This is an optimization exercise on Yosys and OpenROAD, whose aim is small area, a short achievable clock period and few clock cycles per item, not a production implementation.
Where RTL was checked, it was by simulation tests only, not by an equivalence proof against the original.
The RTL of run 2 was laid out without a check of its function.
Power and IR drop assume default switching activity.

==> flow/design.v (outline; a module is shown in full before it is edited, if it fits) <==
// module gc_trigger_policy_unit: 1610 lines
module gc_trigger_policy_unit
#(
  parameter int TOTAL_WIDTH   = gtp_pkg::TOTAL_WIDTH_DEF,
  parameter int COUNTER_WIDTH = gtp_pkg::COUNTER_WIDTH_DEF,
  parameter int PEAK_CAP      = gtp_pkg::PEAK_CAP_DEF
) (
  input  logic                  clk,
  input  logic                  rst_n,
  input  logic                  cfg_we,
  input  logic [gtp_pkg::SPP_W-1:0]      cfg_wdata,
  input  logic                  in_valid,
  output logic                  in_ready,
  input  logic [gtp_pkg::CMD_W-1:0]      in_cmd,
  input  logic [gtp_pkg::TOTAL_IN_W-1:0] in_allocated_total,
  input  logic [gtp_pkg::SLOT_W-1:0]     in_swept_slots,
  input  logic [gtp_pkg::PAGE_W-1:0]     in_empty_pages,
  input  logic [gtp_pkg::SLOT_W-1:0]     in_final_slots,
  input  logic [gtp_pkg::OBJ_W-1:0]      in_old_objects,
  input  logic [gtp_pkg::OBJ_W-1:0]      in_old_limit,
  input  logic [gtp_pkg::OBJ_W-1:0]      in_shady_objects,
  input  logic [gtp_pkg::OBJ_W-1:0]      in_shady_limit,
  input  logic                  in_became_major,
  output logic                  out_valid,
  input  logic                  out_ready,
  output logic [gtp_pkg::ACT_W-1:0]      out_action,
  output logic                  out_enabled,
  output logic [gtp_pkg::CNT_OUT_W-1:0]  out_major_tally,
  output logic [gtp_pkg::CNT_OUT_W-1:0]  out_minor_tally,
  output logic [gtp_pkg::CNT_OUT_W-1:0]  out_sweep_tally,
  output logic [gtp_pkg::CNT_OUT_W-1:0]  out_total_count
);
  // ...
==> flow/flow/run.sh <==
#!/bin/bash
# The standard layout (the standard flow's synthesis, clock and constraints), with two
# changes to how it is built: the port buffers are the small, fast buf_1
# (every port still gets one), and timing repair aims 6.5 ns below the clock
# period instead of at it.
set -euo pipefail
bash standard.sh SETUP_SLACK_MARGIN=6.5 "BUFFER_PORTS_ARGS=-buffer_cell sky130_fd_sc_hd__buf_1" finish > standard.log 2>&1
==> flow/standard.sh <==
#!/bin/bash
# synth_recipe.tcl (not shown) runs the flow's synth.tcl, then flattens the netlist and writes it again
# the make line also repeats each setting of config.mk as NAME=value (left out here)
make -C /OpenROAD-flow-scripts/flow DESIGN_CONFIG=/design/flow/config.mk WORK_HOME=/design/flow/orfs CLKGATE_MAP_FILE= SYNTH_SCRIPT=/design/flow/synth_recipe.tcl "${@:-finish}"
==> flow/config.mk <==
export PLATFORM = sky130hd
export DESIGN_NAME = gc_trigger_policy_unit
export DESIGN_NICKNAME = gc_trigger_policy_unit
export VERILOG_FILES = /design/flow/design.v
export SDC_FILE = /design/flow/constraint.sdc
export NUM_CORES = 4
export LEC_CHECK = 0
export CAP_MARGIN = 20
export CORE_MARGIN = 2
export CORE_UTILIZATION = 40
export SLEW_MARGIN = 20
==> flow/constraint.sdc <==
create_clock -name core_clock -period 10.0 [get_ports {clk}]
set_input_delay 2.0000 -clock core_clock [delete_from_list [all_inputs] [get_ports {clk}]]
set_output_delay 2.0000 -clock core_clock [all_outputs]
set_load 0.01 [all_outputs]
==> results.py, run 1 <==
metrics = {
    "placed_design": {
        "hpwl_um": 133300,
        "place_area_sq_um": 67660,
        "place_congestion": 0.8916,
    },
    "synth": {
        "yosys.area_share.simple_pct": 11.09,
    },
    "timing": {
        "tightestPinTransition_ns": 1.203,
        "slew_violations": 0,
    },
    "run_status": {
        "status": "no timing/DRC/antenna violations",
    },
    "hold_path": {
        "hold_path.class": "reg2reg",
    },
    "die": {
        "fp-row-count": 146,
        "die_area_sq_um": 163100,
    },
    "worst_setup_path": {
        "reg2reg_depth": 14,
        "rrSetupSlack_ns": 6.21,
        "cp.depth": 14,
    },
    "power": {
        "p_per_area_nw_per_um2": 218.5,
        "sw_frac_of_total_pct": 36.50,
        "power.switching_mw": 5.925,
    },
    "cells_and_area": {
        "inverters_excl_clock": 1011,
        "multiInputGateArea_sq_um": 37410,
        "multi_input_area_share_pct": 50.35,
        "drive_above_1_share_pct": 10.49,
        "final_common_cell": "inv_1",
    },
    "global_routing": {
        "grt_pass1_wl_um": 269300,
        "gr-usage-met2_pct": 35.36,
    },
    "routing": {
        "drt-vias-per-instance": 5.139,
    },
    "clock_network": {
        "cts_resized": 244,
    },
}
Testbench counts, summed over its fixed seeds: cycles 9,648, items 9,600.
==> inputs of run 2 (changes only) <==
--- a/flow/design.v
+++ b/flow/design.v
@@ -55,17 +55,17 @@
   input  logic                  out_ready,
   output logic [gtp_pkg::ACT_W-1:0]      out_action,
   output logic                  out_enabled,
   output logic [gtp_pkg::CNT_OUT_W-1:0]  out_major_tally,
   output logic [gtp_pkg::CNT_OUT_W-1:0]  out_minor_tally,
   output logic [gtp_pkg::CNT_OUT_W-1:0]  out_sweep_tally,
   output logic [gtp_pkg::CNT_OUT_W-1:0]  out_total_count
 );
-  localparam int QD = 7;      
+  localparam int QD = 5;      
   logic       in_ready_r;
   logic [2:0] cnt_r;           
   logic       acc, load, pop;
   logic       out_valid_r;
   logic       q_ne;
   assign acc  = in_valid & in_ready_r;
   assign load = out_ready | ~out_valid_r;    
   assign pop  = load & q_ne;
@@ -84,41 +84,33 @@
   logic        rst_q;           
   logic        i_v;
   logic [2:0]  i_cmd;
   logic [47:0] i_total;
   logic [31:0] i_swept, i_fin;
   logic [19:0] i_pages;
   logic [31:0] i_oobj, i_olim, i_sobj, i_slim;
   logic        i_became;
-  logic        w1_we, w2_we;
-  logic [15:0] w1_wd, w2_wd;
-  always_ff @(posedge clk) begin
-    rst_q    <= ~rst_n;
-    i_v      <= rst_n & acc;
-    i_cmd    <= in_cmd;
-    i_total  <= in_allocated_total;
-    i_swept  <= in_swept_slots;
-    i_fin    <= in_final_slots;
-    i_pages  <= in_empty_pages;
-    i_oobj   <= in_old_objects;
-    i_olim   <= in_old_limit;
-    i_sobj   <= in_shady_objects;
-    i_slim   <= in_shady_limit;
-    i_became <= in_became_major;
-    w1_we    <= cfg_we & rst_n;
-    w1_wd    <= cfg_wdata;
-    w2_we    <= w1_we;
-    w2_wd    <= w1_wd;
-  end
+  always_ff @(posedge clk) rst_q <= ~rst_n;
+  assign i_v      = acc & rst_n;
+  assign i_cmd    = in_cmd;
+  assign i_total  = in_allocated_total;
+  assign i_swept  = in_swept_slots;
+  assign i_fin    = in_final_slots;
+  assign i_pages  = in_empty_pages;
+  assign i_oobj   = in_old_objects;
+  assign i_olim   = in_old_limit;
+  assign i_sobj   = in_shady_objects;
+  assign i_slim   = in_shady_limit;
+  assign i_became = in_became_major;
   logic [7:0]  a_bo, a_bt, a_bn;
   logic        a_b8;
   logic [7:0]  w_bo, w_bt, w_bn;
   logic [17:0] w_y;
-  assign w_y = {1'b0, w2_wd, 1'b0};      
+  assign w_y = {1'b0, cfg_wdata, 1'b0};   
   always_comb begin
     for (int k = 0; k < 8; k++) begin
       w_bn[k] = w_y[2*k+2] & ~(w_y[2*k+1] & w_y[2*k]);
       w_bo[k] = w_y[2*k+1] ^ w_y[2*k];
       w_bt[k] = (w_y[2*k+2] & ~w_y[2*k+1] & ~w_y[2*k]) | (~w_y[2*k+2] & w_y[2*k+1] & w_y[2*k]);
     end
   end
   localparam logic [24:0] BOOTH_RST = 25'h00a1e00;
@@ -127,24 +119,24 @@
   logic a_s, a_m, a_w, a_r, a_o, a_c;
   assign a_s = i_v & (i_cmd == gtp_pkg::CMD_GC_START);
   assign a_m = i_v & (i_cmd == gtp_pkg::CMD_MARK_END);
   assign a_w = i_v & (i_cmd == gtp_pkg::CMD_SWEEP_END);
   assign a_r = i_v & (i_cmd == gtp_pkg::CMD_RUN);
   assign a_o = i_v & (i_cmd == gtp_pkg::CMD_MINOR_OUT);
   assign a_c = i_v & (i_cmd == gtp_pkg::CMD_CLEAR);
   always_ff @(posedge clk) begin
-    if (rst_q) begin
+    if (!rst_n) begin
       {a_b8, a_bn, a_bt, a_bo} <= BOOTH_RST;
       armed_r   <= 1'b0;
       pending_r <= 1'b0;
       prev_r    <= '0;
       start_r   <= '0;
     end else begin
-      if (w2_we) {a_b8, a_bn, a_bt, a_bo} <= {w2_wd[15], w_bn, w_bt, w_bo};
+      if (cfg_we) {a_b8, a_bn, a_bt, a_bo} <= {cfg_wdata[15], w_bn, w_bt, w_bo};
       if (a_r) armed_r <= 1'b1;
       if (armed_r && a_m) pending_r <= 1'b1;
       if (armed_r && a_w) pending_r <= 1'b0;
       if (armed_r && a_s) start_r <= i_total;
       if (a_r) prev_r <= i_total;
     end
   end
   logic [47:0] a_d;
@@ -1329,29 +1321,36 @@
       if (b_r && b_upd) begin
         mean_r <= b_mean;
         peak_r <= b_peak;
       end
     end
   end
   logic [47:0] b_gap;
   assign b_gap = limit_r - b_total;
+  logic        b_blo, b_uz;
+  logic [29:0] b_lh, b_th;
+  assign b_blo = (limit_r[17:0] < b_total[17:0]);
+  assign b_lh  = limit_r[47:18];
+  assign b_th  = ~b_total[47:18];
+  assign b_uz  = b_blo ? ((b_lh ^ b_th) == {b_lh[28:0] | b_th[28:0], 1'b0})
+                       : (limit_r[47:18] == b_total[47:18]);
   logic        c_v, c_r, c_o, c_c, c_en, c_pend, c_lnz, c_full, c_ge, c_uz, c_became;
   logic [47:0] c_gap;
   always_ff @(posedge clk) begin
     c_v      <= b_v & rst_n;
     c_r      <= b_r;
     c_o      <= b_o;
     c_c      <= b_c;
     c_en     <= b_en;
     c_pend   <= b_pend;
     c_lnz    <= (limit_r != '0);
     c_full   <= b_full;
     c_ge     <= (b_total >= limit_r);
-    c_uz     <= (b_gap[47:18] == '0);
+    c_uz     <= b_uz;
     c_became <= b_became;
     c_gap    <= b_gap;
   end
   logic [14:0] c_mmgp;
   wire mj1 = c_gap[0] ^ c_gap[1];
   wire mj2 = c_gap[0] & c_gap[1];
   wire mj3 = c_gap[1] ^ c_gap[2];
   wire mj4 = c_gap[1] & c_gap[2];
==> flow/config.mk (replaced) <==
export PLATFORM = sky130hd
export DESIGN_NAME = gc_trigger_policy_unit
export DESIGN_NICKNAME = gc_trigger_policy_unit
export VERILOG_FILES = /design/flow/design.v
export SDC_FILE = /design/flow/constraint.sdc
export NUM_CORES = 4
export LEC_CHECK = 0
export CAP_MARGIN = 20
export CORE_MARGIN = 2
export CORE_UTILIZATION = 60
export PLACE_DENSITY = 0.72
export SLEW_MARGIN = 20
==> run 2 against run 1 <==
Net effect: sequential power shrank 26%; worst setup slack lost 0.49 ns; sequential share of layout area shrank 7.6 points; largest power group unchanged.
==> results.py, run 2 <==
metrics = {
    "timing": {
        "tightestPinTransition_ns": 1.301,
        "fin_skew_ns": 0.02816,
        "hold_viol_final": 0,
        "finalCriticalPeriod_ns": 4.275,
        "tns_ns": 0,
        "fin_ws_ns": 5.725,
        "max_freq_ghz": 0.2339,
        "fin_crit_sh_pct": 42.75,
        "slew_violations": 0,
        "setup_violations": 0,
        "slew_headroom_pct": 13.14,
        "rsz0062_at_grt": "yes",
    },
    "synth": {
        "yosysMostFrequentCell": "inv_1",
        "yosys.area.top_type": "dfxtp_1",
        "avgSynthCellArea_sq_um": 9.372,
        "synth_seq_area_share_pct": 29.40,
        "synth-edff-count": 166,
        "synthArstFlopShare_pct": 0,
        "syn_nets": 7476,
        "yosysTopAreaCellShare_pct": 20.81,
        "synthCells": 6190,
        "ys_seq_elements": 769,
        "synth_common_cells": "inv_1, dfxtp_1, fa_1",
        "ys_top_cells_by_area": "dfxtp_1, fa_1, ha_1",
        "synthFlopType": "dfxtp_1",
        "yosys_warnings": 1,
        "syn_area_sq_um": 58020,
        "synth.distinct_cells": 97,
    },
    "routing": {
        "vias": 46490,
        "drt_iter0_drc": 3700,
        "wl_per_cell_um": 20.46,
        "drc_errors": 0,
        "wl_um": 164800,
        "ant_nets": 0,
        "drt-vias-per-instance": 5.770,
        "dr.pass1.iters": 6,
    },
    "hold_path": {
        "hold_path.class": "reg2reg",
        "hold_end": "c_en",
        "hold_start": "b_en",
        "min_path_cells": 0,
    },
    "power": {
        "pwr-share-clk_pct": 23.8,
        "p_comb_share_pct": 48.5,
        "power.switching_mw": 5.978,
        "p_leak_nw": 30.07,
        "power_frac_seq_pct": 27.7,
        "p_per_area_nw_per_um2": 214.2,
        "peakVddDrop_v": 0.0002093,
        "sw_frac_of_total_pct": 39.40,
        "p_int_mw": 9.195,
    },
    "global_routing": {
        "track_usage_pct": 32.43,
        "gr-total-overflow": 0,
        "antenna_found_initial": 13,
        "grt_pass1_wl_um": 253900,
        "grt_max_degree": 80,
        "grt_pass1_vias": 46700,
    },
    "clock_network": {
        "cts_tree": "yes",
        "postCtsHoldBufs": 0,
        "cts.clk_slew.worst_paths_ns": 0.06,
        "cts-root-buf": "clkbuf_16",
        "numCtsBuffers": 87,
        "max-clock-path-buffers": 3,
        "clock-sinks": 769,
        "clk_latency_ns": 0.68,
        "htree_levels": 3,
    },
    "cells_and_area": {
        "most-common-layout-cells": "inv_1, dfxtp_1, fa_1",
        "final_net_count": 7986,
        "drive_above_1_share_pct": 20.57,
        "area_growth_pct": 22.08,
        "final_common_cell": "inv_1",
    },
    "worst_setup_path": {
        "crit_path_max_fanout": 5,
        "max_stage_delay_ns": 0.57,
        "cp.arrival_ns": 4.82,
        "worstReg2RegStart": "a_bt[3]",
        "crit_slowest_cell": "fa_2",
        "crit_top_cell": "fa_2",
        "crit_path_end_kind": "flip-flop",
        "critPathKind": "in2reg",
        "worstSetupStartpointType": "input port",
        "reg2reg_depth": 8,
        "worstReg2RegEnd": "b_row1[23]",
        "worstPathCellList": "buf_12, buf_12, buf_8, a22oi_2, xor2_1, fa_2, inv_2, fa_1, fa_2, fa_2",
        "rrSetupSlack_ns": 6.02,
        "cp_data_required_time_ns": 10.54,
    },
    "placed_design": {
        "hpwl_um": 119400,
        "portBuffers": 417,
        "detailedPlace.worstSlack_ns": 4.513,
        "place_congestion": 0.9239,
    },
    "die": {
        "ios": 418,
        "coreArea_sq_um": 96280,
        "die_area_sq_um": 99200,
        "start_util_pct": 60.26,
        "fp.dieH_um": 315.0,
        "fp-row-count": 114,
        "die_w_um": 315.0,
    },
    "run_status": {
        "status": "no timing/DRC/antenna violations",
    },
    "flow_run": {
        "cap_violations": 0,
    },
}
run 2: critical path: cells and delay by family:
kind	cells	cell delay, ns
buffers and inverters	4	0.45
AO/OA/AOI/OAI	1	0.14
adder cells (fa/ha/maj)	4	1.95
XOR/XNOR	1	0.27
run 2: metrics by stage:
stage | cells | hold WS [ns] | power (mW) | cell area [sq um] | util (%)
4_1_cts | 7965 | 0.3118 | 14.64 | 68590 | 71.24
5_1_grt | 8054 | 0.3197 | 16.18 | 70820 | 73.56
3_5_place_dp | 7678 | 0.3121 | 10.29 | 62020 | 64.42
2_1_floorplan | 6190 | 0.3096 | 8.697 | 60130 | -
3_3_place_gp | 7677 | 0.3104 | 10.08 | 62000 | 64.39
6_report | 8057 | 0.3155 | 15.17 | 70830 | 73.56
run 2: cells by family after synthesis:
| kind of cell | Yosys count | synth area share, % |
|---|---|---|
| adder cells (fa/ha/maj) | 1014 | 29.36 |
| flip-flops | 769 | 29.40 |
| multiplexers | 35 | 0.7742 |
| AND/OR/NAND/NOR | 1403 | 11.47 |
| AO/OA/AOI/OAI | 1212 | 13.56 |
| buffers and inverters | 1288 | 8.355 |
| XOR/XNOR | 469 | 7.080 |
run 2: how the worst max path moves through the flow:
stage	from	end	slack (ns)	cells past startpoint
final	in_empty_pages[8]	b_row1[12]	5.72	10
after global routing	in_allocated_total[4]	b_d[45]	5.70	14
after CTS	in_empty_pages[13]	b_row1[17]	5.84	10
after detailed placement	in_empty_pages[3]	b_row1[17]	4.51	9
after global placement	in_empty_pages[9]	b_row1[24]	4.44	10
after floorplan	in_empty_pages[16]	b_row1[24]	5.29	10
run 2: cell type report:
| type | count | area, sq um |
|---|---|---|
| timing repair buffer | 674 | 4843 |
| sequential | 769 | 17140 |
| tap | 1276 | 1597 |
| antenna | 13 | 32.53 |
| inverter | 1035 | 3934 |
| clock inverter | 56 | 872.1 |
| multi-input combinational | 4133 | 40030 |
| clock buffer | 101 | 2372 |
| fill | 6784 | 25450 |
run 2: repair_timing:
item                       CTS  global route
setup endpoints to repair  255           285
pin swaps                  325           317
gates resized for setup    659           418
cloned                       6             3
setup buffers              124            76
run 2: per-layer routing:
metal	GRT usage (%)	vias up	part of all wire, %
met4	15.02	0	5.2
met5	0	-	0
met3	4.815	483	6.6
met2	53.36	1837	47
li1	-	21520	-
met1	42.31	22650	41
run 2: power groups by stage:
stage                     Sequential, mW  Combinational (mW)  Clock [mW]
final                               4.20                7.36        3.61
after global placement              4.24                5.84           0
after CTS                           4.19                6.80        3.64
after floorplan                     4.19                4.51           0
after detailed placement            4.26                6.03           0
after global routing                4.27                8.16        3.76

[afterwards: timing with drivers on the ports]
The results above use ideal ports. As a check the final layouts listed here were re-extracted and re-timed, cells and wires unchanged. Step 1 sets driving cells, clkbuf_16 on the clock port and buf_2 on the other inputs (assumed; they add their load-dependent delay and slew). Step 2 times the ports against the registers' clock, not the clock port: input delays grow and output delays shrink by t, the midpoint of the rising clock arrivals with the driver on. Slacks: ideal ports / drivers / drivers and shift; pairs: ideal ports / drivers.
| run | t (ns) | setup slack, ns | cell pins on the clock port's net |
|---|---|---|---|
| run 1 | 0.827 | 6.213 / 6.213 / 6.043 | 1 |
| run 2 | 0.742 | 5.725 / 5.749 / 5.007 | 1 |
After both steps setup and hold are still met in every run listed. The setup slack of run 2, which loses most, moves by +0.024 ns with the drivers and by -0.718 ns with both steps.
